From an optimization exercise on the open Yosys and OpenROAD flow, aimed at small area; shortcuts taken in it are not production practice.
The RTL was checked by simulation tests, not by an equivalence proof against the original design.
Power figures rest on the tool's default switching activity, not on a simulated workload.

old:
Design servo_pwm_sweep_generator, start of the top module:
module servo_pwm_sweep_generator (
  input  logic        clk,
  input  logic        rst_n,
  input  logic        in_tvalid,
  output logic        in_tready,
  input  logic [15:0] in_tdata,
  input  logic        in_tuser,
  output logic        out_tvalid,
  input  logic        out_tready,
  output logic [15:0] out_tdata,
  input  logic        cfg_valid,
  output logic        cfg_ready,
  input  logic [1:0]  cfg_index,
  input  logic [15:0] cfg_data
);
Size: about 1200 cells after synthesis, roughly 120 flip-flops, roughly 59 I/O pins.
Settings: LEC_CHECK=0, CAP_MARGIN=20, CORE_MARGIN=2, CORE_UTILIZATION=40, CTS_BUF_LIST=sky130_fd_sc_hd__clkbuf_8, SLEW_MARGIN=20, SYNTH_HIERARCHICAL=1; clock period 12.0 ns.
standard.sh (not shown) runs the stock make flow with config.mk's settings and CLKGATE_MAP_FILE= SYNTH_SCRIPT=/design/flow/synth_recipe.tcl, a recipe that flattens the netlist after the stock synthesis.
==> flow/flow/run.sh <==
#!/bin/bash
# The standard layout with three changes to how it is made: the port buffers
# that buffer_ports puts on every input and output are the smallest buffer
# cell, the buffers synthesis inserted are removed at floorplan (the resizer
# buffers again where needed).
# Each tool's full output goes to a log
# file of its own in this folder (ORFS's own step logs stay under orfs/logs/).
set -euo pipefail
export BUFFER_PORTS_ARGS="-buffer_cell sky130_fd_sc_hd__buf_1"
export REMOVE_ABC_BUFFERS=1
bash standard.sh finish > standard_flow.log 2>&1
--- input diff old..new ---
==> flow/flow/run.sh <==
#!/bin/bash
# The standard layout with three changes to how it is made: the port buffers
# that buffer_ports puts on every input and output are the smallest buffer
# cell, the buffers synthesis inserted are removed at floorplan (the resizer
# buffers again where needed), and after global routing the resizer downsizes
# cells on paths with slack to spare. Each tool's full output goes to a log
# file of its own in this folder (ORFS's own step logs stay under orfs/logs/).
set -euo pipefail
export BUFFER_PORTS_ARGS="-buffer_cell sky130_fd_sc_hd__buf_1"
export REMOVE_ABC_BUFFERS=1
export RECOVER_POWER=100
bash standard.sh finish > standard_flow.log 2>&1
Results
- Every run in new and old closed cleanly, with the single exception of new.
- new: complete, dirty (max-capacitance violations, max-slew violations)
- Going from old to new, number of fill cells in the layout grew slightly.
- Growth of design area from synthesis to finish in new is 0.45 points below old.
- Going from old to new, vias after detailed routing grew slightly.
- Compared with old, in new buffering overhead went down 0.17 points, number of buffers and inverters on the critical path held.
- The lower via count normalized by instance count of new and old is in old.
- Path depth of the worst reg2reg path (new vs. old) increases by a few percent
- Diff new..old | clock group share of total power | negligible
- Diff new..old | synthesized cell count | unchanged
- Summary of new over old: post-layout total power closely matched the old numbers, area of combinational cells with multiple inputs went down 31 um^2.


Setup of job 9309:
Starting RTL as in the previous note.
export LEC_CHECK = 0
export CAP_MARGIN = 20
export CORE_MARGIN = 2
export CORE_UTILIZATION = 40
export CTS_BUF_LIST = sky130_fd_sc_hd__clkbuf_4 sky130_fd_sc_hd__clkbuf_8
export SLEW_MARGIN = 20
export SYNTH_HIERARCHICAL = 1
create_clock -name core_clock -period 12.0 [get_ports {clk}]
==> flow/flow/run.sh <==
#!/bin/bash
# The standard layout, with the port buffers that buffer_ports puts on every
# input and output made the smallest buffer cell. Each tool's full output goes
# to a log file of its own in this folder (ORFS's own step logs stay under
# orfs/logs/).
set -euo pipefail
export BUFFER_PORTS_ARGS="-buffer_cell sky130_fd_sc_hd__buf_1"
bash standard.sh finish > standard_flow.log 2>&1
## Diff of input files: job 9063 against job 9309
- swapping sky130_fd_sc_hd__clkbuf_4 sky130_fd_sc_hd__clkbuf_8 for sky130_fd_sc_hd__clkbuf_8 in CTS_BUF_LIST
--- outcome ---
- Diff job 9309..job 9063 | routed wire length | unchanged
- Job 9309 -> job 9063: area occupied by registers delta 0, exact match
- Looking at job 9309 and job 9063, the internal cell power is a wash.
- From job 9063 to job 9309, hold slack did not move at all.
- Job 9063 -> job 9309: buffer levels on the longest clock path delta 0, exact match
- Post-CTS setup repair buffer count: job 9063 vs job 9309 identical
- Status: critical path arrival parity (job 9063, job 9309)
- Between job 9063 and job 9309, the number of flops mapped to enable cells by yosys does not differ in any meaningful way.
- Any difference in area of the core between job 9063 and job 9309 is small enough to ignore.
- As far as flip-flop and latch count goes, job 9063 and job 9309 are indistinguishable; the numbers are identical.
- Sequential power: job 9309 vs job 9063, no meaningful difference


servo_pwm_sweep_generator, a different RTL version from the one above (not shown whole).
For scale: roughly 1200 cells after synthesis, ~120 flip-flops, ~59 I/O pins.
==> flow/config.mk <==
export PLATFORM = sky130hd
export DESIGN_NAME = servo_pwm_sweep_generator
export DESIGN_NICKNAME = servo_pwm_sweep_generator
export VERILOG_FILES = /design/flow/design.v
export SDC_FILE = /design/flow/constraint.sdc
export NUM_CORES = 4
export LEC_CHECK = 0
export CAP_MARGIN = 20
export CORE_MARGIN = 2
export CORE_UTILIZATION = 40
export CTS_BUF_LIST = sky130_fd_sc_hd__clkbuf_8
export SLEW_MARGIN = 20
export SYNTH_HIERARCHICAL = 1
==> flow/constraint.sdc <==
create_clock -name core_clock -period 12.0 [get_ports {clk}]
set_input_delay 2.4000 -clock core_clock [delete_from_list [all_inputs] [get_ports {clk}]]
set_output_delay 2.4000 -clock core_clock [all_outputs]
set_load 0.01 [all_outputs]
Scripts as last shown in full above: flow/flow/run.sh
The starting point completed with no timing, DRC or antenna violations.
Change:
Settings changed: CORE_UTILIZATION 40 to 65.
=>
- The changed run finished with timing, DRC and antenna clean
- synthesized cell count stays the same
- sequential share of layout area rises by 0.40 points
- area after synthesis is unchanged
- register-to-register slack loses 0.05 ns
- maximum frequency stays flat
- critical path depth falls by 2
- worst hold slack gains 0.022 ns
- routed wire length falls by about 3.6%

-- re-timing with driven ports --
The flow's constraints put no driver on any port. The routed layouts listed below were extracted and timed again, unchanged, in two steps. Step 1 assumes that a clkbuf_16 drives the clock port and a buf_2 every other input. Step 2 times the ports against the registers' clock, not the clock port: input delays grow and output delays shrink by t, the midpoint of the rising clock arrivals with the driver on. Slacks: ideal ports / drivers / drivers and shift; pairs: ideal ports / drivers.
run	t (ns)	setup WS [ns]	worst hold slack (ns)	slew at the worst register clock pin (ns)
old	0.490	1.997 / 2.013 / 1.523	0.496 / 0.496 / 0.496	0.09 / 0.09
new	0.489	1.491 / 1.510 / 1.021	0.496 / 0.496 / 0.496	0.08 / 0.08
job 9309	0.482	1.766 / 1.782 / 1.300	0.498 / 0.498 / 0.498	0.09 / 0.09
job 9063	0.482	1.766 / 1.782 / 1.300	0.498 / 0.498 / 0.498	0.09 / 0.09
the first run of note 3	0.474	1.565 / 1.582 / 1.108	0.484 / 0.484 / 0.484	0.08 / 0.08
the second run of note 3	0.489	1.584 / 1.605 / 1.116	0.506 / 0.506 / 0.506	0.09 / 0.09
For old, which loses most, drivers alone change the setup slack by +0.016 ns; drivers and shift together by -0.474 ns.
